Background: an optimization exercise with open tools, aiming at small area, a short achievable clock period and few clock cycles per item. Do not read the settings as production practice. Only simulation tests tie the RTL to the original design; equivalence was not proved.

==> flow/design.v, too long to show whole: its modules and the start of the top module <==
// module fpu_pipe_unit: 1886 lines
module fpu_pipe_unit #(
    parameter int EXP_W = 8,
    parameter int MAN_W = 23,
    parameter int TAG_W = 4
) (
    input  logic                 clk,
    input  logic                 rst_n,
    input  logic                 in_valid,
    output logic                 in_ready,
    input  logic [1:0]           in_op,
    input  logic [EXP_W+MAN_W:0] in_a,
    input  logic [EXP_W+MAN_W:0] in_b,
    input  logic [TAG_W-1:0]     in_tag,
    output logic                 out_valid,
    input  logic                 out_ready,
    output logic [EXP_W+MAN_W:0] out_y,
    output logic [TAG_W-1:0]     out_tag,
    output logic [3:0]           out_flags,
    output logic [3:0]           sticky,
    input  logic                 sticky_clr
);
  // ...
==> flow/flow/run.sh <==
#!/bin/bash
# Own layout flow:
#  1. the standard synthesis, unchanged (standard.sh, up to 1_2_yosys.v);
#  2. flow/fa_polarity.py removes inverters around full-adder cells of that
#     netlist (a full adder is self-dual); registers and ports are untouched;
#  3. the rest of the standard ORFS flow on that netlist, with plain
#     buf_2 cells as the port buffers.
# Each step's full output goes to a log file of its own in this folder.
set -euo pipefail
here=$(pwd)
res="$here/orfs/results/$FLOW_PLATFORM/fpu_pipe_unit/base"
bash standard.sh "$res/1_2_yosys.v" > "$here/flow_synth.log" 2>&1
cp "$res/1_2_yosys.v" "$here/1_2_yosys_standard.v"
python3 "$here/flow/fa_polarity.py" "$here/1_2_yosys_standard.v" "$res/1_2_yosys.v" > "$here/flow_polarity.log" 2>&1
touch "$res/1_2_yosys.v"
bash standard.sh \
    "BUFFER_PORTS_ARGS=-buffer_cell sky130_fd_sc_hd__buf_2" \
    finish > "$here/flow_layout.log" 2>&1
==> flow/flow/fa_polarity.py <==
#!/usr/bin/env python3
"""Remove inverters around full-adder cells of a flat gate-level netlist.

A full adder is self-dual: FA(~a, ~b, ~c) = (~sum, ~cout). Flipping an adder
(feeding it the complements of its inputs and treating its outputs as the
complements of the old ones) removes inverters on its inputs and outputs and
may need new ones elsewhere; an adder is flipped only when that saves
inverters. Registers, ports and every other cell are left as they are.

usage: fa_polarity.py IN.v OUT.v
"""
import re
import sys
from collections import defaultdict

src = open(sys.argv[1]).read()
m_start = src.index("module ")
m_end = src.rindex("endmodule")
body = src[m_start:m_end]

inst_re = re.compile(r"^(\s*)(sky130_fd_sc_hd__\w+)\s+(\S+)\s*\((.*?)\);\s*$", re.S | re.M)
pin_re = re.compile(r"\.(\w+)\(\s*(.*?)\s*\)(?:,|\s*$)", re.S)

head_end = None
insts = {}          # name -> [type, {pin: net}]
order = []
for m in inst_re.finditer(body):
    if head_end is None:
        head_end = m.start()
    typ, name, pins = m.group(2), m.group(3), m.group(4)
    pm = {}
    for p, n in re.findall(r"\.(\w+)\(([^()]*)\)", pins):
        pm[p] = n.strip()
    insts[name] = [typ, pm]
    order.append(name)
header = body[:head_end]
tail = body[inst_re.search(body[::1], 0) and 0:]  # unused

# ports: nets named in the module header port list or declared input/output
port_nets = set()
for m in re.finditer(r"^\s*(input|output)\s+(\[[^\]]*\]\s*)?(\S+);", header, re.M):
    port_nets.add(m.group(3))

OUT_PINS = {"X", "Y", "Q", "Q_N", "SUM", "COUT", "HI", "LO"}

def base_net(n):
    return re.sub(r"\s*\[\d+\]$", "", n.lstrip("\\").strip())

def is_port(n):
    return base_net(n) in port_nets or n.lstrip("\\").split("[")[0].strip() in port_nets

def is_inv(name):
    return "__inv_" in insts[name][0] or "__clkinv_" in insts[name][0]

def is_fa(name):
    return insts[name][0].startswith("sky130_fd_sc_hd__fa_")

drv = {}
loads = defaultdict(set)
def rebuild():
    drv.clear(); loads.clear()
    for name, (typ, pm) in insts.items():
        for p, n in pm.items():
            if p in OUT_PINS:
                drv[n] = (name, p)
            else:
                loads[n].add((name, p))
rebuild()

counter = [0]
new_wires = []
def new_net():
    counter[0] += 1
    n = f"_fapol_n{counter[0]}_"
    new_wires.append(n)
    return n
def new_inv(a, y):
    counter[0] += 1
    name = f"_fapol_i{counter[0]}_"
    insts[name] = ["sky130_fd_sc_hd__inv_1", {"A": a, "Y": y}]
    order.append(name)
    drv[y] = (name, "Y")
    loads[a].add((name, "A"))
    return name
def del_inst(name):
    typ, pm = insts.pop(name)
    for p, n in pm.items():
        if p in OUT_PINS:
            drv.pop(n, None)
        else:
            loads[n].discard((name, p))
def connect(name, pin, net):
    old = insts[name][1][pin]
    if pin in OUT_PINS:
        drv.pop(old, None); drv[net] = (name, pin)
    else:
        loads[old].discard((name, pin)); loads[net].add((name, pin))
    insts[name][1][pin] = net

def inv_driver(n):
    d = drv.get(n)
    if d and d[0] in insts and is_inv(d[0]):
        return d[0]
    return None
def existing_inv_of(n):
    for (l, p) in loads[n]:
        if is_inv(l):
            return l
    return None

def gain(f):
    g = 0
    pm = insts[f][1]
    for p in ("A", "B", "CIN"):
        n = pm[p]
        i = inv_driver(n)
        if i is not None:
            others = [x for x in loads[n] if x != (f, p)]
            if not others and not is_port(n):
                g += 1
        elif existing_inv_of(n) is None:
            g -= 1
    for q in ("SUM", "COUT"):
        n = pm[q]
        if is_port(n):
            return -99
        plain = False
        for (l, p) in loads[n]:
            if is_inv(l) and not is_port(insts[l][1]["Y"]):
                g += 1
            else:
                plain = True
        if plain:
            g -= 1
    return g

def flip(f):
    pm = insts[f][1]
    for p in ("A", "B", "CIN"):
        n = pm[p]
        i = inv_driver(n)
        if i is not None:
            connect(f, p, insts[i][1]["A"])
            if not loads[n] and not is_port(n):
                del_inst(i)
        else:
            e = existing_inv_of(n)
            if e is not None:
                connect(f, p, insts[e][1]["Y"])
            else:
                y = new_net()
                new_inv(n, y)
                connect(f, p, y)
    for q in ("SUM", "COUT"):
        n = pm[q]
        nn = new_net()
        connect(f, q, nn)          # f now drives nn = ~n
        plain = []
        for (l, p) in list(loads[n]):
            if is_inv(l) and not is_port(insts[l][1]["Y"]):
                z = insts[l][1]["Y"]
                del_inst(l)
                for (l2, p2) in list(loads[z]):
                    connect(l2, p2, nn)
            else:
                plain.append((l, p))
        if plain:
            new_inv(nn, n)

before = sum(1 for n in insts if is_inv(n))
changed = True
passes = 0
while changed and passes < 50:
    changed = False
    passes += 1
    for f in list(order):
        if f in insts and is_fa(f) and gain(f) > 0:
            flip(f)
            changed = True
after = sum(1 for n in insts if is_inv(n))

# write out: header (with new wire declarations) + instances
out = [src[:m_start], header.rstrip("\n"), "\n"]
for w in new_wires:
    used = w in drv or loads.get(w)
    if used:
        out.append(f"  wire {w};\n")
for name in order:
    if name not in insts:
        continue
    typ, pm = insts[name]
    conns = ",\n".join(f"    .{p}({n}{' ' if n.startswith(chr(92)) else ''})" for p, n in pm.items())
    out.append(f"  {typ} {name} (\n{conns}\n  );\n")
out.append(src[m_end:])
open(sys.argv[2], "w").write("".join(out))
sys.stderr.write(f"fa_polarity: inverters {before} -> {after} in {passes} passes\n")
==> flow/standard.sh <==
#!/bin/bash
# synth_recipe.tcl (not shown) runs the flow's synth.tcl, then flattens the netlist and writes it again
# the make line also repeats each setting of config.mk as NAME=value (left out here)
make -C /OpenROAD-flow-scripts/flow DESIGN_CONFIG=/design/flow/config.mk WORK_HOME=/design/flow/orfs CLKGATE_MAP_FILE= SYNTH_SCRIPT=/design/flow/synth_recipe.tcl "${@:-finish}"
==> flow/config.mk <==
export PLATFORM = sky130hd
export DESIGN_NAME = fpu_pipe_unit
export DESIGN_NICKNAME = fpu_pipe_unit
export VERILOG_FILES = /design/flow/design.v
export SDC_FILE = /design/flow/constraint.sdc
export NUM_CORES = 4
export LEC_CHECK = 0
export ABC_AREA = 1
export CAP_MARGIN = 20
export CORE_MARGIN = 2
export CORE_UTILIZATION = 40
export SETUP_SLACK_MARGIN = 4
export SLEW_MARGIN = 20
==> flow/constraint.sdc <==
create_clock -name core_clock -period 14.0 [get_ports {clk}]
set_input_delay 2.8000 -clock core_clock [delete_from_list [all_inputs] [get_ports {clk}]]
set_output_delay 2.8000 -clock core_clock [all_outputs]
set_load 0.01 [all_outputs]
==> summary.txt, run 1 <==
Setup crit end r_sum[24]; Via density about 6; post-synthesis cell area about 0.027 mm^2; routed length per instance roughly 23 um; CTS resizes 9; die width ~260 um; Worst-Skew Late Latency slightly above 300 ps; RSZ-0062 raised after global routing yes; Mean Syn Cell Area approximately 6.7 um^2; Multi-input gate area between 0.02 and 0.025 mm^2; Hold Startpoint sticky_q[3]; fin. max-slew vios 0; r2r setup slk roughly 8600 ps; hold bufs inserted after CTS 0; RR Startpoint r_sum[24]; vias a little under 30000; register with the most flip-flops r_sum; total of fill cells in the finished design around 7200; outcome timing/DRC/antenna clean; Slew HR 0.2596; Tmin final approximately 9600 ps; initial antenna violation count 0; total die area ~0.07 mm^2; Port Buf Inserts between 100 and 150; Setup Crit Path Kind in -> reg; Cell Chain, Critical Path buf_2 > inv_1 > buf_4 > ha_1 > inv_1 > o22ai_1 > fa_1 > inv_1 > fa_1 > fa_1 > fa_1 > fa_1 > ha_1 > a21oi_1 > inv_1 > a31oi_1 > inv_1 > a21oi_1 > o21ai_0 > a31oi_1 > inv_1 > a21o_1 > o21ai_0 > nand2_1; peak fanout along the critical path 23; Worst Hold Depth 2; HP Class reg -> reg; most common cell after layout, fill and taps aside nand2_1; Signal buffers around 190; met2 wire len roughly 49000 um; core area 0.06716 mm^2
Testbench counts, summed over its fixed seeds: cycles 4,008, items 4,000.
==> run 2: changes to the inputs <==
--- a/flow/design.v
+++ b/flow/design.v
@@ -82,33 +82,32 @@
                 sp_sgn = sbe;
             end
         end
     end
     logic             a_ge;
     logic [MAN_W:0]   siga, sigb, sig_big, sig_sml;
     logic [EXP_W-1:0] e_big, e_diff;
     logic [SW-1:0]    ext_big, ext_sml, lost_mask, sml_al;
-    logic             sml_lost;
-    logic [SW:0]      sum;
+    logic             sml_lost, a_sub;
     assign siga    = za ? '0 : {1'b1, ma};
     assign sigb    = zb ? '0 : {1'b1, mb};
     assign a_ge    = (in_a[FW-2:0] >= in_b[FW-2:0]);
     assign e_big   = a_ge ? ea : eb;
     assign e_diff  = a_ge ? (ea - eb) : (eb - ea);
     assign sig_big = a_ge ? siga : sigb;
     assign sig_sml = a_ge ? sigb : siga;
     assign ext_big = {sig_big, 3'b000};
     assign ext_sml = {sig_sml, 3'b000};
     assign lost_mask = ~({SW{1'b1}} << e_diff);
     assign sml_lost  = |(ext_sml & lost_mask);
     assign sml_al    = (ext_sml >> e_diff) | {{(SW-1){1'b0}}, sml_lost};
-    assign sum = (sa ^ sbe) ? ({1'b0, ext_big} - {1'b0, sml_al})
-                            : ({1'b0, ext_big} + {1'b0, sml_al});
-    logic [PW-1:0]        prod;
+    assign a_sub     = sa ^ sbe;
+    localparam int LO = PW - SW - 1;       
+    logic [LO:0]          p_lo;
     logic signed [EW-1:0] m_exp;
     logic [MAN_W:0]   bx;
     logic [MAN_W+2:0] by;
     assign bx = {1'b1, ma};
     assign by = {2'b00, 1'b1, mb};
     logic [11:0] bd_one;
     logic [11:0] bd_two;
     logic [11:0] bd_neg;
@@ -1737,54 +1736,74 @@
     assign mt_a[44] = fc584;
     assign mt_b[44] = fs585;
     assign mt_a[45] = fc586;
     assign mt_b[45] = fs587;
     assign mt_a[46] = fc588;
     assign mt_b[46] = fs589;
     assign mt_a[47] = fc590;
     assign mt_b[47] = fs591;
-    assign prod = mt_a + mt_b;
+    assign p_lo = {1'b0, mt_a[LO-1:0]} + {1'b0, mt_b[LO-1:0]};
+    logic [4:0] tz_x, tz_y;
+    logic       p_st;
+    always_comb begin
+        tz_x = 5'(MAN_W);
+        tz_y = 5'(MAN_W);
+        for (int i = MAN_W - 1; i >= 0; i--) begin
+            if (ma[i]) tz_x = 5'(i);
+            if (mb[i]) tz_y = 5'(i);
+        end
+    end
+    assign p_st = ({1'b0, tz_x} + {1'b0, tz_y}) < 6'(LO);
     assign m_exp = $signed({2'b00, ea}) + $signed({2'b00, eb}) - BIAS;
     logic                 r_spec, r_nan, r_nv, r_inf, r_sgn;
     logic [TAG_W-1:0]     r_tag;
     logic [EW-1:0]        r_exp;
-    logic [SW:0]          r_sum;     
+    logic [SW:0]          r_xa, r_xb;
+    logic                 r_cin, r_st;
     always_ff @(posedge clk) begin
         if (!stall) begin
             r_tag  <= in_tag;
             r_spec <= sp_nan | sp_inf | sp_zero;
             r_nan  <= sp_nan;
             r_nv   <= sp_nv;
             r_inf  <= sp_inf;
             if (sp_nan | sp_inf | sp_zero)
                 r_sgn <= sp_sgn;
             else if (is_mul)
                 r_sgn <= sa ^ sb;
             else
                 r_sgn <= a_ge ? sa : sbe;
             if (is_mul) begin
                 r_exp <= m_exp;
-                r_sum <= {prod[PW-1:PW-SW], |prod[PW-SW-1:0]};
+                r_xa  <= mt_a[PW-1:LO];
+                r_xb  <= mt_b[PW-1:LO];
+                r_cin <= p_lo[LO];
+                r_st  <= p_st;
             end else begin
                 r_exp <= {2'b00, e_big};
-                r_sum <= sum;
+                r_xa  <= {1'b0, ext_big};
+                r_xb  <= a_sub ? ~{1'b0, sml_al} : {1'b0, sml_al};
+                r_cin <= a_sub;
+                r_st  <= 1'b0;
             end
         end
     end
     always_ff @(posedge clk or negedge rst_n) begin
         if (!rst_n) out_v_q <= 1'b0;
         else        out_v_q <= stall | in_valid;
     end
     logic [SW:0]          R;
     logic                 rnd_path;
     logic [MAN_W-1:0]     rm, frc_r;
     logic                 r_lsb, r_g, r_s, up, inx, cy;
     logic signed [EW-1:0] e_r;
-    assign R        = r_sum;
+    logic [SW:0] S;
+    assign S        = r_xa + r_xb + {{SW{1'b0}}, r_cin};
+    assign R        = {S[SW:1], S[0] | r_st};
     assign rnd_path = R[SW] | R[SW-1] | R[SW-2];
     always_comb begin
         if (R[SW]) begin
             rm = R[SW-1:4];  r_lsb = R[4]; r_g = R[3]; r_s = |R[2:0];
         end else if (R[SW-1]) begin
             rm = R[SW-2:3];  r_lsb = R[3]; r_g = R[2]; r_s = |R[1:0];
         end else begin
             rm = R[SW-3:2];  r_lsb = R[2]; r_g = R[1]; r_s = R[0];
@@ -1839,17 +1858,21 @@
             lv4[i] = lv3[2*i+1] | lv3[2*i];
             lc4[i] = lv3[2*i+1] ? {1'b0, lc3[2*i+1]} : {1'b1, lc3[2*i]};
         end
         lzk    = lv4[1] ? {1'b0, lc4[1]} : {1'b1, lc4[0]};
     end
     logic lz_any_d;
     assign lz_any_d = |R[SW-3:0];
     assign T   = R[SW-3:0] << lzk;
-    assign e_s = $signed(r_exp) - $signed(EW'(lzk)) - $signed(EW'(2));
+    logic signed [EW-1:0] ex_m2;
+    logic                 unf_s;
+    assign ex_m2 = $signed(r_exp) - $signed(EW'(2));
+    assign e_s   = ex_m2 - $signed(EW'(lzk));
+    assign unf_s = (ex_m2 <= $signed(EW'(lzk)));
     logic [FW-1:0] y;
     logic [3:0]    flg;
     always_comb begin
         y   = '0;
         flg = '0;
         if (r_spec) begin
             y   = r_nan ? '1 : {r_sgn, r_inf ? {EXP_W{1'b1}} : {EXP_W{1'b0}}, {MAN_W{1'b0}}};
             flg = {r_nv, 3'b000};
@@ -1861,17 +1884,17 @@
                 y   = {r_sgn, {(FW-1){1'b0}}};
                 flg = 4'b0011;
             end else begin
                 y   = {r_sgn, e_r[EXP_W-1:0], frc_r};
                 flg = {3'b000, inx};
             end
         end else if (!lz_any_d) begin
             y   = '0;
-        end else if (e_s < EMIN) begin
+        end else if (unf_s) begin
             y   = {r_sgn, {(FW-1){1'b0}}};
             flg = 4'b0011;
         end else begin
             y   = {r_sgn, e_s[EXP_W-1:0], T[SW-4:1]};
         end
     end
     assign out_y     = y;
     assign out_tag   = r_tag;
==> run 2 against run 1 <==
Worst hold slack worse by 6.9 ps. Still clean. Cell count down 1.3%. Critical endpoint is now out_y[6]. Critical path type is now reg -> out. Count of clock-buffer cells in the layout is 5 higher.
==> summary.txt, run 2 <==
IO Count 121 (unchanged); DRC violations left 0 (unchanged); setup_tns 0 ps (unchanged); Worst Path Buf+Inv 4 (was 8); CP Launch Type flop (was primary input); fin. max-slew vios 0 (unchanged); fin cells 4854 (was 4919); Syn-to-layout area delta 5.479% (was 5.810%); global placer's final weighted congestion 0.9821 (was 1.025); gr usage total 0.2922 (was 0.3146); Reg2Reg Depth 27 (was 25); RSZ-0062 raised after global routing no (was yes); share of layout cells above drive strength 1 0.07862 (was 0.06945); Crit path max-delay family simple AND/OR/NAND/NOR gates (was adder cells); vias 27880 (was 29290); Via density 5.744 (was 5.953); synth warn 1 (unchanged); die width 263.4 um (was 264.3 um); post-synthesis cell area 0.02692 mm^2 (was 0.02709 mm^2); total die area 0.06940 mm^2 (was 0.06983 mm^2); Critical Path End Type primary output (was flop); Setup Skew 16.38 ps (was 7.267 ps); Antenna Cells 0 (unchanged); Sink Count 82 (was 52); Mean Syn Cell Area 6.713 um^2 (was 6.657 um^2); Port Buf Inserts 120 (unchanged); Required @ worst endpoint 11200 ps (was 14050 ps); total global routing overflow 0 (unchanged); most frequent cells in the layout nand2_1 (1080), inv_1 (398), nand3_1 (364) (was nand2_1 (763), inv_1 (487), xor2_1 (311)); Root Driver clkbuf_16 (unchanged); total of fill cells in the finished design 7177 (was 7195); CTS buffer count 9 (was 5); first-pass GRT wire length 158900 um (was 170300 um); most common cell after layout, fill and taps aside nand2_1 (unchanged); crit-path most repeated cell nand2_1 (was inv_1); Multi-input gate area 0.02183 mm^2 (was 0.02267 mm^2); MaxCap Viol Count 0 (unchanged); post-DP HPWL 78460 um (was 86500 um); Worst Hold Depth 2 (unchanged); Slowest Stage Delay on Critical Path 730 ps (was 750 ps); Setup Crit Path Kind reg -> out (was in -> reg); Setup Viol. Count Final 0 (unchanged); Worst-Margin Slew 1126 ps (was 1108 ps); end-of-flow core utilization 0.4244 (was 0.4268); post-route clock period utilization 0.6686 (was 0.6891); Post-Syn Nets 4496 (was 4606); outcome timing/DRC/antenna clean (unchanged); DRT Pass-1 Iters 8 (was 7); Tmin final 9360 ps (was 9647 ps); core area 0.06692 mm^2 (was 0.06716 mm^2); ANT nets after route 0 (unchanged); register area 0.002437 mm^2 (was 0.001536 mm^2); post-route setup slack 4640 ps (was 4353 ps); CTS tree yes (unchanged); Critical Path Stages 32 (was 24); initial antenna violation count 3 (was 0); Final Hold Viols 0 (unchanged); placed cell count 4838 (was 4896); hold bufs inserted after CTS 0 (unchanged); routed length per instance 21.32 um (was 22.99 um); largest net degree at the start of global routing 63 (was 69); Critical-path top delay cell nor2_2 (was inv_1); Fmax 0.1068 GHz (was 0.1037 GHz); peak fanout along the critical path 25 (was 23); Die H 263.4 um (was 264.3 um); Worst-Skew Late Latency 370 ps (was 310 ps); Worst EP arrival 6560 ps (was 9700 ps); std cell rows 95 (unchanged); Iter 0 DRT Violations 2931 (was 3117); Slew HR 0.2448 (was 0.2596); Reg clk slew, reported paths 70 ps (about the same); largest registers r_xa (28), r_xb (28), r_exp (10) (was r_sum (28), r_exp (10)); nets 4461 (was 4581); WL final 103500 um (was 113100 um); initial core utilization 0.4023 (was 0.4034); CTS H-tree lvls 3 (was 2); clock tree buffer depth 2 (unchanged); vias in the first global route 26640 (was 27770); Setup Buffers After CTS 0 (unchanged); worst slack, placed 4919 ps (was 2714 ps); HP Class reg -> reg (unchanged); Cells after Synth 4011 (was 4070); CTS resizes 0 (was 9)
==> run 2: final cells by class <==
cell class / count / area share
Clock inverter: 5 / 0.002203
Tap cell: 873 / 0.03846
Multi-Input combinational cell: 3261 / 0.7685
Clock buffer: 11 / 0.008547
Sequential cell: 82 / 0.08582
Timing Repair Buffer: 187 / 0.03886
Inverter: 435 / 0.05758
==> run 2: metrics by stage <==
stage | area [um^2] | hold slack, ps
after CTS | 28400 | 503.0
after detailed placement | 28090 | 487.5
final | 28400 | 494.0
after global routing | 28400 | 534.8
after floorplan | 26920 | 527.7
after global placement | 28090 | 473.0
==> run 2: final timing paths <==
kind,startpoint,endpoint,slack (ps)
max in group asynchronous,rst_n,sticky_q[0],11640
worst max-delay path,r_xa[0],out_y[6],4640
worst min-delay path,sticky_q[2],sticky_q[2],490
worst min register to register,sticky_q[2],sticky_q[2],490
worst max register to register,r_xa[0],sticky_q[1],7920
min in group asynchronous,rst_n,sticky_q[2],2230
==> run 2: tightest hold or removal path, cell delays in order, from the launching register on <==
cell,delay (ps)
dfrtp_1,340
a21oi_1,40
nor2_1,70
==> run 2: routing by layer <==
layer	part of all wire	vias to the layer above	global-route usage
met3	0.087	239	0.04705
met4	0.041	4	0.1109
met2	0.46	1410	0.4783
met5	0.00026	-	0
met1	0.41	13100	0.3866
li1	-	13130	-
Testbench counts of run 2, summed over its fixed seeds: cycles 4,008, items 4,000.
==> run 3: changes to the inputs <==
--- a/flow/config.mk
+++ b/flow/config.mk
@@ -9,5 +9,5 @@
 export CAP_MARGIN = 20
 export CORE_MARGIN = 2
 export CORE_UTILIZATION = 40
-export SETUP_SLACK_MARGIN = 4
+export SETUP_SLACK_MARGIN = 5
 export SLEW_MARGIN = 20
==> run 3 against run 2 <==
Register-to-register slack improved by 750 ps. Die area stayed put. Sequential share of layout area is 0.078 points lower. Worst hold slack barely moved. Sequential cell count is the same. First-iteration DRC count increased by 8.4%. Worst setup slack better by 720 ps. Critical path depth fell by 14. Maximum frequency is 8.3% higher. Critical path type is now in -> reg.
==> summary.txt, run 3 <==
ANT nets after route 0 (unchanged); most frequent cells in the layout nand2_1 (1075), inv_1 (397), nand3_1 (363) (was nand2_1 (1080), inv_1 (398), nand3_1 (364)); Critical Path End Type flop (was primary output); post-route clock period utilization 0.6171 (was 0.6686); fin cells 4870 (was 4854); Fmax 0.1157 GHz (was 0.1068 GHz); Required @ worst endpoint 14110 ps (was 11200 ps); Post-Syn Nets 4496 (unchanged); DRC violations left 0 (unchanged); largest registers r_xa (28), r_xb (28), r_exp (10) (unchanged); Setup Crit Path Kind in -> reg (was reg -> out); Cell Chain, Critical Path buf_2 > clkinvlp_4 > nand2_1 > nand2_1 > o22ai_1 > xor2_1 > fa_1 > fa_1 > fa_1 > fa_1 > fa_1 > ha_1 > nand4_1 > a21oi_1 > a2111oi_0 > nand3_1 > nand2_1 > nand2_1; Via density 5.764 (was 5.744); first-pass GRT wire length 159200 um (was 158900 um); synth warn 1 (unchanged); Antenna Cells 0 (unchanged); die width 263.4 um (unchanged); global placer's final weighted congestion 0.9821 (unchanged); Slew HR 0.2703 (was 0.2448); Syn-to-layout area delta 6.446% (was 5.479%); setup_tns 0 ps (unchanged); Slowest Stage Delay on Critical Path 640 ps (was 730 ps); clock tree buffer depth 2 (unchanged); Sink Count 82 (unchanged); Setup crit start in_b[5] (was r_xa[0]); placed cell count 4838 (unchanged); vias 28070 (was 27880); DRT Pass-1 Iters 6 (was 8); MaxCap Viol Count 0 (unchanged); end-of-flow core utilization 0.4283 (was 0.4244); Final Hold Viols 0 (unchanged); hold_ws 494.4 ps (was 494.0 ps); CTS tree yes (unchanged); vias in the first global route 26670 (was 26640); initial core utilization 0.4023 (unchanged); most common cell after layout, fill and taps aside nand2_1 (unchanged); Port Buf Inserts 120 (unchanged); RR Startpoint r_cin (was r_xa[0]); Setup crit end r_cin (was out_y[6]); total global routing overflow 0 (unchanged); routed length per instance 21.42 um (was 21.32 um); r2r setup slk 8670 ps (was 7920 ps); fin. max-slew vios 0 (unchanged); Mean Syn Cell Area 6.713 um^2 (unchanged); std cell rows 95 (unchanged); CP Launch Type primary input (was flop); share of layout cells above drive strength 1 0.08656 (was 0.07862); hold bufs inserted after CTS 0 (unchanged); Cells after Synth 4011 (unchanged); Tmin final 8640 ps (was 9360 ps); IO Count 121 (unchanged); Setup Viol. Count Final 0 (unchanged); Iter 0 DRT Violations 3176 (was 2931); Reg clk slew, reported paths 70 ps (about the same); peak fanout along the critical path 28 (was 25); Worst-Margin Slew 1088 ps (was 1126 ps); largest net degree at the start of global routing 63 (unchanged); Worst-Skew Late Latency 370 ps (about the same); Critical-path top delay cell buf_2 (was nor2_2); Reg2Reg Depth 27 (unchanged); Die H 263.4 um (unchanged); HP Class reg -> reg (unchanged); nets 4477 (was 4461); Worst EP arrival 8750 ps (was 6560 ps); post-DP HPWL 78460 um (unchanged); crit-path most repeated cell fa_1 (was nand2_1); total die area 0.06940 mm^2 (unchanged); gr usage total 0.2925 (was 0.2922); core area 0.06692 mm^2 (unchanged); CTS buffer count 9 (unchanged); RSZ-0062 raised after global routing yes (was no); reg2reg end sticky_q[1] (unchanged); total of fill cells in the finished design 7157 (was 7177); post-synthesis cell area 0.02692 mm^2 (unchanged); initial antenna violation count 3 (unchanged); Root Driver clkbuf_16 (unchanged); outcome timing/DRC/antenna clean (unchanged); Setup Skew 16.41 ps (was 16.38 ps); WL final 104300 um (was 103500 um); CTS H-tree lvls 3 (unchanged)
[run 3: critical path, delay by kind of cell]
kind                       cells  cell delay [ps]
adders and majority gates      6             2620
xor gates and xnor gates       1              200
AOI/OAI and AO/OA              3              770
buffers and inverters          2             1180
and+or+nand+nor                6             1160
[run 3: final cells by class]
type / count / area (um^2) / share of cell area
Multi-Input combinational cell: 3266 / 21970 / 0.7667
Sequential cell: 82 / 2437 / 0.08504
Inverter: 435 / 1653 / 0.05767
Timing Repair Buffer: 197 / 1195 / 0.04169
Tap cell: 873 / 1092 / 0.03811
Clock buffer: 11 / 242.7 / 0.008469
Clock inverter: 5 / 62.56 / 0.002183
Timing Repair inverter: 1 / 5.005 / 0.0001746
[run 3: how the worst min path moves through the flow]
stage	start	to	slack (ps)	depth (start not counted)
2_1_floorplan	sticky_q[2]	sticky_q[2]	530	2
3_3_place_gp	sticky_q[2]	sticky_q[2]	470	2
3_5_place_dp	sticky_q[2]	sticky_q[2]	490	2
4_1_cts	sticky_q[2]	sticky_q[2]	500	2
5_1_grt	sticky_q[3]	sticky_q[3]	530	2
6_report	sticky_q[2]	sticky_q[2]	490	2
[run 3: what timing repair did]
action,CTS,global route
hold endpoints to repair,0,0
gates cloned,1,5
pin swaps,0,10
setup endpoints to repair,28,34
setup buffers,0,10
resized for setup,8,24
[run 3: routing by layer]
metal	share of wire	GRT usage	vias to the layer above
met5	0.00026	0	-
met4	0.044	0.1121	4
met3	0.085	0.04705	279
met2	0.46	0.4785	1387
met1	0.41	0.3868	13230
li1	-	-	13180
[run 3: metrics by stage]
| step | instance area [um^2] | setup WS, ps |
|---|---|---|
| after detailed placement | 28090 | 4919 |
| final | 28660 | 5360 |
| after global routing | 28660 | 4953 |
| after global placement | 28090 | 5058 |
| after CTS | 28450 | 5000 |
| after floorplan | 26920 | 6379 |
==> run 4: changes to the inputs <==
--- a/flow/config.mk
+++ b/flow/config.mk
@@ -9,5 +9,6 @@
 export CAP_MARGIN = 20
 export CORE_MARGIN = 2
 export CORE_UTILIZATION = 40
+export GPL_ROUTABILITY_DRIVEN = 0
 export SETUP_SLACK_MARGIN = 5
 export SLEW_MARGIN = 20
==> run 4 against run 3 <==
Still clean on timing, DRC and antenna. Die area is the same. First-iteration DRC count is 7.6% lower. Clock skew decreased by 0.80 ps. Via count increased by 0.44%. Synthesized cell count unchanged. Worst hold slack better by 7.9 ps. Global-route usage decreased by 0.40 points. Count of clock-buffer cells in the layout decreased by 2. Critical endpoint is now out_y[17]. Largest cell class unchanged. Highest routed layer unchanged.
==> summary.txt, run 4 <==
largest net degree at the start of global routing 73 (was 63); r2r setup slk 8620 ps (was 8670 ps); Critical Path End Type primary output (was flop); RSZ-0062 raised after global routing yes (unchanged); post-route clock period utilization 0.6106 (was 0.6171); Fmax 0.1170 GHz (was 0.1157 GHz); Iter 0 DRT Violations 2934 (was 3176); Mean Syn Cell Area 6.713 um^2 (unchanged); synth warn 1 (unchanged); Crit path max-delay family simple AND/OR/NAND/NOR gates (was adder cells); ANT nets after route 0 (unchanged); crit-path most repeated cell nand2_1 (was fa_1); Required @ worst endpoint 11200 ps (was 14110 ps); setup_tns 0 ps (unchanged); vias 28200 (was 28070); CP Launch Type flop (was primary input); Setup Viol. Count Final 0 (unchanged); CTS buffer count 9 (unchanged); Worst-Margin Slew 1076 ps (was 1088 ps); IO Count 121 (unchanged); RR Startpoint r_cin (unchanged); die width 263.4 um (unchanged); post-synthesis cell area 0.02692 mm^2 (unchanged); Slew HR 0.2780 (was 0.2703); clock tree buffer depth 2 (unchanged); Final Hold Viols 0 (unchanged); post-DP HPWL 76560 um (was 78460 um); Syn-to-layout area delta 6.422% (was 6.446%); Antenna Cells 0 (unchanged); outcome timing/DRC/antenna clean (unchanged); DRT Pass-1 Iters 6 (unchanged); Die H 263.4 um (unchanged); most frequent cells in the layout nand2_1 (1077), inv_1 (397), nand3_1 (362) (was nand2_1 (1075), inv_1 (397), nand3_1 (363)); Reg clk slew, reported paths 70 ps (about the same); Critical Path Stages 33 (was 18); post-route setup slack 5452 ps (was 5360 ps); WL final 102300 um (was 104300 um); MaxCap Viol Count 0 (unchanged); Root Driver clkbuf_16 (unchanged); hold bufs inserted after CTS 0 (unchanged); first-pass GRT wire length 157100 um (was 159200 um); Port Buf Inserts 120 (unchanged); Reg2Reg Depth 28 (was 27); std cell rows 95 (unchanged); Sink Count 82 (unchanged); routed length per instance 21.00 um (was 21.42 um); reg2reg end sticky_q[0] (was sticky_q[1]); gr usage total 0.2885 (was 0.2925); Setup crit end out_y[17] (was r_cin); core area 0.06692 mm^2 (unchanged); HP Class reg -> reg (unchanged); Setup Skew 15.61 ps (was 16.41 ps); most common cell after layout, fill and taps aside nand2_1 (unchanged); CTS tree yes (unchanged); Worst EP arrival 5750 ps (was 8750 ps); Post-Syn Nets 4496 (unchanged); Setup crit start r_cin (was in_b[5]); Via density 5.787 (was 5.764); total die area 0.06940 mm^2 (unchanged); DRC violations left 0 (unchanged); vias in the first global route 26820 (was 26670); fin. max-slew vios 0 (unchanged); Setup Crit Path Kind reg -> out (was in -> reg); worst slack, placed 4877 ps (was 4919 ps); Cells after Synth 4011 (unchanged); initial core utilization 0.4023 (unchanged); share of layout cells above drive strength 1 0.08602 (was 0.08656); Slowest Stage Delay on Critical Path 440 ps (was 640 ps); initial antenna violation count 2 (was 3); total global routing overflow 0 (unchanged); Tmin final 8548 ps (was 8640 ps); Critical-path top delay cell fa_2 (was buf_2); CTS H-tree lvls 3 (unchanged); Worst Path Buf+Inv 4 (was 2); peak fanout along the critical path 13 (was 28); largest registers r_xa (28), r_xb (28), r_exp (10) (unchanged); Worst-Skew Late Latency 360 ps (was 370 ps); nets 4480 (was 4477)
run 4: cell types whose count changed in the layout (fill, tap and decap cells not counted), sizes merged:
cell      previous run  this run
buf                197       200
clkinvlp             5         2
inv                413       416
clkbuf              11        10
clkinv              22        23
nor2               280       279
run 4: repair_timing:
| item | in CTS | in global routing |
|---|---|---|
| resized for setup | 9 | 18 |
| endpoints found under the setup margin | 31 | 34 |
| cloned | 1 | 4 |
| setup buffers | 1 | 13 |
| hold endpoints to repair | 0 | 0 |
| pin swaps | 0 | 9 |
run 4: final cells by class:
class	count	area, um^2
clock buffers	9	225.2
clock inverters	6	72.57
fillers	7136	38270
inverters	435	1647
multi-input cells	3265	21960
flip-flops and latches	82	2437
well taps	873	1092
repair buffers	201	1211
repair inverters	1	5.005
run 4: worst min-delay path by stage:
stage	startpoint	slack, ps	to	cells past startpoint
after global placement	sticky_q[2]	470	sticky_q[2]	2
after floorplan	sticky_q[2]	530	sticky_q[2]	2
after detailed placement	sticky_q[3]	500	sticky_q[3]	2
after global routing	sticky_q[3]	530	sticky_q[3]	2
after CTS	sticky_q[3]	510	sticky_q[3]	2
final	sticky_q[3]	500	sticky_q[3]	2
run 4: worst reg2reg max path, delay by kind of cell, from the launching register on:
family | cells | cell delay, ps
compound gates | 6 | 1300
xor+xnor | 1 | 300
fa+ha+maj | 4 | 1340
buf+inv | 3 | 310
flops | 1 | 400
simple gates | 14 | 1700
run 4: layer usage:
layer | wire (um) | track usage
met3 | 9554 | 0.04957
met1 | 41490 | 0.3744
met5 | 11 | 0
met2 | 46420 | 0.4730
met4 | 4852 | 0.1222
run 4: per-stage QoR:
step	utilization	cell area, um^2	cells	hold slack [ps]
after floorplan	-	26920	4011	527.7
after global placement	0.4198	28090	4838	470.0
final	0.4282	28650	4872	502.2
after global routing	0.4282	28650	4872	526.3
after CTS	0.4252	28450	4855	512.0
after detailed placement	0.4198	28090	4838	495.9
==> run 5: changes to the inputs <==
--- a/flow/config.mk
+++ b/flow/config.mk
@@ -10,5 +10,6 @@
 export CORE_MARGIN = 2
 export CORE_UTILIZATION = 40
 export GPL_ROUTABILITY_DRIVEN = 0
+export PLACE_DENSITY = 0.75
 export SETUP_SLACK_MARGIN = 5
 export SLEW_MARGIN = 20
==> run 5 against run 4 <==
Critical path depth unchanged. Sequential cell count is the same. Clock skew up 1.2 ps. Critical path type unchanged. Die area unchanged. Cell area shrank 0.25%. Cell count shrank 0.14%. Utilization down 0.11 points.
==> summary.txt, run 5 <==
post-DP HPWL 72130 um (was 76560 um); setup_tns 0 ps (unchanged); total of fill cells in the finished design 6844 (was 7136); initial antenna violation count 4 (was 2); peak fanout along the critical path 23 (was 13); most frequent cells in the layout nand2_1 (1077), inv_1 (397), nand3_1 (363) (was nand2_1 (1077), inv_1 (397), nand3_1 (362)); routed length per instance 20.27 um (was 21.00 um); largest registers r_xa (28), r_xb (28), r_exp (10) (unchanged); gr usage total 0.2757 (was 0.2885); Iter 0 DRT Violations 3933 (was 2934); Syn-to-layout area delta 6.153% (was 6.422%); dpl cell area 0.02806 mm^2 (was 0.02809 mm^2); ANT nets after route 0 (unchanged); register area 0.002437 mm^2 (unchanged); Root Driver clkbuf_16 (unchanged); hold_ws 511.2 ps (was 502.2 ps); largest net degree at the start of global routing 63 (was 73); DRT Pass-1 Iters 7 (was 6); Tmin final 8710 ps (was 8548 ps); Critical Path End Type primary output (unchanged); GRT busiest layer met2 (unchanged); CP Launch Type flop (unchanged); die width 263.4 um (unchanged); fin area 0.02858 mm^2 (was 0.02865 mm^2); crit-path most repeated cell nand2_1 (unchanged); Die H 263.4 um (unchanged); Port Buf Inserts 120 (unchanged); core area 0.06692 mm^2 (unchanged); Hold Crit Endpoint sticky_q[3] (unchanged); MaxCap Viol Count 0 (unchanged); Mean Syn Cell Area 6.713 um^2 (unchanged); Setup Viol. Count Final 0 (unchanged); GRT met2 Usage 0.4249 (was 0.4730); Worst-Skew Late Latency 360 ps (about the same); Sink Count 82 (unchanged); Post-Syn Nets 4496 (unchanged); DRC violations left 0 (unchanged); grt met1 use 0.3524 (was 0.3744); placed cell count 4835 (was 4838); share of layout cells above drive strength 1 0.08444 (was 0.08602); end-of-flow core utilization 0.4271 (was 0.4282); clock tree buffer depth 2 (unchanged); Worst EP arrival 5910 ps (was 5750 ps); WL final 98620 um (was 102300 um); Hold Startpoint sticky_q[3] (unchanged); Worst Hold Depth 2 (unchanged); initial core utilization 0.4023 (unchanged); Final Hold Viols 0 (unchanged); Slowest Stage Delay on Critical Path 460 ps (was 440 ps); Setup Skew 16.86 ps (was 15.61 ps); Via density 5.953 (was 5.787); vias in the first global route 27120 (was 26820); Required @ worst endpoint 11200 ps (about the same); Reg2Reg Depth 29 (was 28); post-synthesis cell area 0.02692 mm^2 (unchanged); hold bufs inserted after CTS 0 (unchanged); vias 28960 (was 28200); CTS buffer count 9 (unchanged); first-pass GRT wire length 152700 um (was 157100 um); Global Route met3 Usage 0.06183 (was 0.04957); CTS tree yes (unchanged); fin cells 4865 (was 4872); outcome timing/DRC/antenna clean (unchanged); nets 4471 (was 4480); reg2reg end sticky_q[0] (unchanged); total global routing overflow 0 (unchanged); Worst-Margin Slew 998.4 ps (was 1076 ps); RSZ-0062 raised after global routing no (was yes); Setup Crit Path Kind reg -> out (unchanged); Slew HR 0.3337 (was 0.2780); synth warn 1 (unchanged); Reg clk slew, reported paths 70 ps (about the same); CTS H-tree lvls 3 (unchanged); total die area 0.06940 mm^2 (unchanged); IO Count 121 (unchanged); fin. max-slew vios 0 (unchanged); Multi-input gate area 0.02193 mm^2 (was 0.02196 mm^2); Fmax 0.1148 GHz (was 0.1170 GHz); Critical-path top delay cell fa_2 (unchanged); most common cell after layout, fill and taps aside nand2_1 (unchanged); Cells after Synth 4011 (unchanged); post-route clock period utilization 0.6222 (was 0.6106); RR Startpoint r_xa[0] (was r_cin); std cell rows 95 (unchanged); HP Class reg -> reg (unchanged); r2r setup slk 8520 ps (was 8620 ps)
-- run 5: routing by layer --
layer / up-vias / wire, um
met5: - / 45
met4: 6 / 7054
met3: 506 / 12640
met2: 2041 / 42040
met1: 13240 / 36850
li1: 13170 / -
-- run 5: critical path, delay by kind of cell, from the launching register on --
family	cells	cell delay (ps)
DFF	1	400
and+or+nand+nor	20	2640
buffers and inverters	4	400
adders and majority gates	4	1270
AOI/OAI and AO/OA	5	830
-- run 5: per-stage QoR --
stage / setup slack, ps
2_1_floorplan: 6379
3_3_place_gp: 5054
3_5_place_dp: 4863
4_1_cts: 5014
5_1_grt: 4948
6_report: 5290
-- run 5: worst max-delay path by stage --
stage                  from        to  slack (ps)  cells past startpoint
floorplan           r_xa[0]  out_y[8]        6380                     27
global placement    r_xa[0]  out_y[6]        5050                     29
detailed placement  in_b[5]     r_cin        4860                     18
CTS                 r_xa[0]  out_y[6]        5010                     32
global route        r_xa[0]  out_y[2]        4950                     33
finish              r_xa[0]  out_y[6]        5290                     33
-- run 5: timing repair --
item,in CTS,in global routing
pin swaps,0,6
endpoints found under the setup margin,31,34
cloned,1,2
buffers inserted,1,9
gates resized for setup,8,17
-- run 5: cell type report --
type | count | share of cell area
timing repair inverter | 1 | 0.0001751
antenna | 1 | 0.00008755
timing repair buffer | 194 | 0.04045
clock inverter | 6 | 0.002452
inverter | 435 | 0.05765
multi-input combinational | 3263 | 0.7673
clock buffer | 10 | 0.008361
sequential | 82 | 0.08528
tap | 873 | 0.03822
==> run 6: changes to the inputs <==
==> flow/flow/run.sh (replaced) <==
#!/bin/bash
# Own layout flow:
#  1. the standard synthesis, unchanged (standard.sh, up to 1_2_yosys.v);
#  2. flow/fa_polarity.py removes inverters around full-adder cells of that
#     netlist (a full adder is self-dual); registers and ports are untouched;
set -euo pipefail
here=$(pwd)
res="$here/orfs/results/$FLOW_PLATFORM/fpu_pipe_unit/base"
bash standard.sh "$res/1_2_yosys.v" > "$here/flow_synth.log" 2>&1
cp "$res/1_2_yosys.v" "$here/1_2_yosys_standard.v"
python3 "$here/flow/fa_polarity.py" "$here/1_2_yosys_standard.v" "$res/1_2_yosys.v" > "$here/flow_polarity.log" 2>&1
touch "$res/1_2_yosys.v"
bash standard.sh \
    "BUFFER_PORTS_ARGS=-buffer_cell sky130_fd_sc_hd__buf_2" \
    "SETUP_SLACK_MARGIN=7" \
    finish > "$here/flow_layout.log" 2>&1
--- a/flow/config.mk
+++ b/flow/config.mk
@@ -9,7 +9,5 @@
 export CAP_MARGIN = 20
 export CORE_MARGIN = 2
 export CORE_UTILIZATION = 40
-export GPL_ROUTABILITY_DRIVEN = 0
-export PLACE_DENSITY = 0.75
 export SETUP_SLACK_MARGIN = 5
 export SLEW_MARGIN = 20
==> run 6 against run 5 <==
Critical path depth down 3. Worst hold slack worse by 3.8 ps. Synthesized cell count unchanged. Maximum frequency up 9.2%. First-iteration DRC count down 17%. Critical endpoint is now out_y[17]. Largest cell class unchanged. Highest routed layer unchanged.
==> summary.txt, run 6 <==
outcome timing/DRC/antenna clean (unchanged); Final Hold Viols 0 (unchanged); total global routing overflow 0 (unchanged); RSZ-0062 raised after global routing yes (was no); dpl cell area 0.02823 mm^2 (was 0.02806 mm^2); post-synthesis cell area 0.02692 mm^2 (unchanged); std cell rows 95 (unchanged); Setup Viol. Count Final 0 (unchanged); total die area 0.06940 mm^2 (unchanged); Fmax 0.1254 GHz (was 0.1148 GHz); Worst-Skew Late Latency 360 ps (about the same); Mean Syn Cell Area 6.713 um^2 (unchanged); CTS H-tree lvls 3 (unchanged); DRT Pass-1 Iters 6 (was 7); Die H 263.4 um (unchanged); core area 0.06692 mm^2 (unchanged); CTS buffer count 9 (unchanged); Metal-1 WL 43840 um (was 36850 um); Root Driver clkbuf_16 (unchanged); IO Count 121 (unchanged); post-DP HPWL 79050 um (was 72130 um); Hold Startpoint sticky_q[3] (unchanged); share of layout cells above drive strength 1 0.1577 (was 0.08444); Via density 5.859 (was 5.953); Iter 0 DRT Violations 3273 (was 3933); Syn-to-layout area delta 16.70% (was 6.153%); CP Launch Type flop (unchanged); gr usage total 0.3086 (was 0.2757); post-route clock period utilization 0.5696 (was 0.6222); Setup Skew 11.84 ps (was 16.86 ps); wire length on met3 10730 um (was 12640 um); ANT nets after route 0 (unchanged); Worst Hold Depth 2 (unchanged); fin area 0.03142 mm^2 (was 0.02858 mm^2); Reg2Reg Depth 32 (was 29); r2r setup slk 9200 ps (was 8520 ps); Critical Path End Type primary output (unchanged); largest registers r_xa (28), r_xb (28), r_exp (10) (unchanged); nets 4614 (was 4471); HP Class reg -> reg (unchanged); Critical-path top delay cell fa_2 (unchanged); Worst-Margin Slew 997.3 ps (was 998.4 ps); Worst EP arrival 5170 ps (was 5910 ps); clock tree buffer depth 2 (unchanged); hold bufs inserted after CTS 0 (unchanged); DRC violations left 0 (unchanged); vias 29340 (was 28960); most common cell after layout, fill and taps aside nand2_1 (unchanged); Post-Syn Nets 4496 (unchanged); Slew HR 0.3327 (was 0.3337); Sink Count 82 (unchanged); setup_tns 0 ps (unchanged); largest net degree at the start of global routing 75 (was 63); Cells after Synth 4011 (unchanged); uppermost routed layer met5 (unchanged); Tmin final 7975 ps (was 8710 ps); initial antenna violation count 6 (was 4); Setup Crit Path Kind reg -> out (unchanged); most frequent cells in the layout nand2_1 (1019), inv_1 (377), nand3_1 (342) (was nand2_1 (1077), inv_1 (397), nand3_1 (363)); hold_ws 507.4 ps (was 511.2 ps); Slowest Stage Delay on Critical Path 440 ps (was 460 ps); reg2reg end sticky_q[0] (unchanged); first-pass GRT wire length 166800 um (was 152700 um); Hold Crit Endpoint sticky_q[3] (unchanged); WL final 110900 um (was 98620 um); CTS tree yes (unchanged); global placer's final weighted congestion about 0.99; synth warn 1 (unchanged); Required @ worst endpoint 11200 ps (about the same); vias in the first global route 27780 (was 27120); Antenna Cells 0 (was 1); MaxCap Viol Count 0 (unchanged); Port Buf Inserts 120 (unchanged); RR Startpoint r_cin (was r_xa[0]); met2 wire len 49310 um (was 42040 um); peak fanout along the critical path 12 (was 23); Reg clk slew, reported paths 70 ps (about the same); fin. max-slew vios 0 (unchanged); die width 263.4 um (unchanged); initial core utilization 0.4023 (unchanged); crit-path most repeated cell nand2_4 (was nand2_1); routed length per instance 22.16 um (was 20.27 um)
run 6: worst max-delay path by stage:
| stage | from | to | slack [ps] | depth (start not counted) |
|---|---|---|---|---|
| after floorplan | r_cin | out_y[3] | 6620 | 32 |
| after global placement | in_b[3] | r_cin | 5140 | 18 |
| after detailed placement | in_b[3] | r_cin | 4960 | 18 |
| after CTS | r_xa[0] | out_y[4] | 6050 | 33 |
| after global routing | r_cin | out_y[11] | 5760 | 34 |
| final | r_cin | out_y[17] | 6030 | 30 |
run 6: layer usage:
metal / global-route usage / up-vias
met5: 0 / -
met4: 0.1580 / 8
met3: 0.06351 / 427
met2: 0.4894 / 1606
met1: 0.3971 / 13820
li1: - / 13480
run 6: cell type report:
type | instances | area [um^2]
inverter | 435 | 1738
clock buffer | 9 | 225.2
timing repair inverter | 5 | 32.53
sequential | 82 | 2437
tap | 873 | 1092
clock inverter | 7 | 61.31
timing repair buffer | 324 | 2870
fill | 6853 | 35500
multi-input combinational | 3272 | 22960
run 6: repair_timing:
item	CTS	global route
pin swaps	67	66
endpoints found under the setup margin	78	58
cloned	24	5
setup buffers	68	56
resized for setup	230	122
run 6: per-stage QoR:
stage | std cells | setup WS [ps] | utilization
finish | 5007 | 6025 | 0.4695
detailed placement | 4838 | 4956 | 0.4218
global route | 5007 | 5762 | 0.4695
CTS | 4946 | 6055 | 0.4548
floorplan | 4011 | 6618 | -
global placement | 4838 | 5137 | 0.4218
run 6: worst max-delay path: cells and delay by family (launching register included):
family	cells	cell delay, ps
AOI/OAI and AO/OA	6	970
adders and majority gates	3	1140
buffers and inverters	6	660
DFF	1	410
and+or+nand+nor	15	1640

## re-timing with driven ports
The flow's constraints put no driver on any port. The routed layouts listed below were extracted and timed again, unchanged, in two steps. Step 1 sets driving cells, clkbuf_16 on the clock port and buf_2 on the other inputs (assumed; they add their load-dependent delay and slew). Step 2, shift: input delay + t, output delay - t, t = (earliest + latest rising clock arrival at the registers) / 2. This alone moves slack from input paths to output paths. a / b / c = ideal ports / drivers / drivers and shift; a / b = the first two.
run	shift t [ns]	slack for setup (ns)	worst slew at a driven data input, ns	pins driven straight from the clock port
run 1	0.356	4.353 / 4.376 / 4.020	0.05	1
run 2	0.408	4.640 / 4.590 / 4.846	0.06	1
run 3	0.408	5.360 / 5.330 / 4.972	0.06	1
run 4	0.408	5.452 / 5.398 / 5.157	0.06	1
run 5	0.412	5.290 / 5.232 / 5.097	0.09	1
run 6	0.405	6.025 / 5.975 / 6.333	0.17	1
After both steps every run listed still meets setup and hold. The setup slack of run 3, which loses most, moves by -0.030 ns with the drivers and by -0.388 ns with both steps.
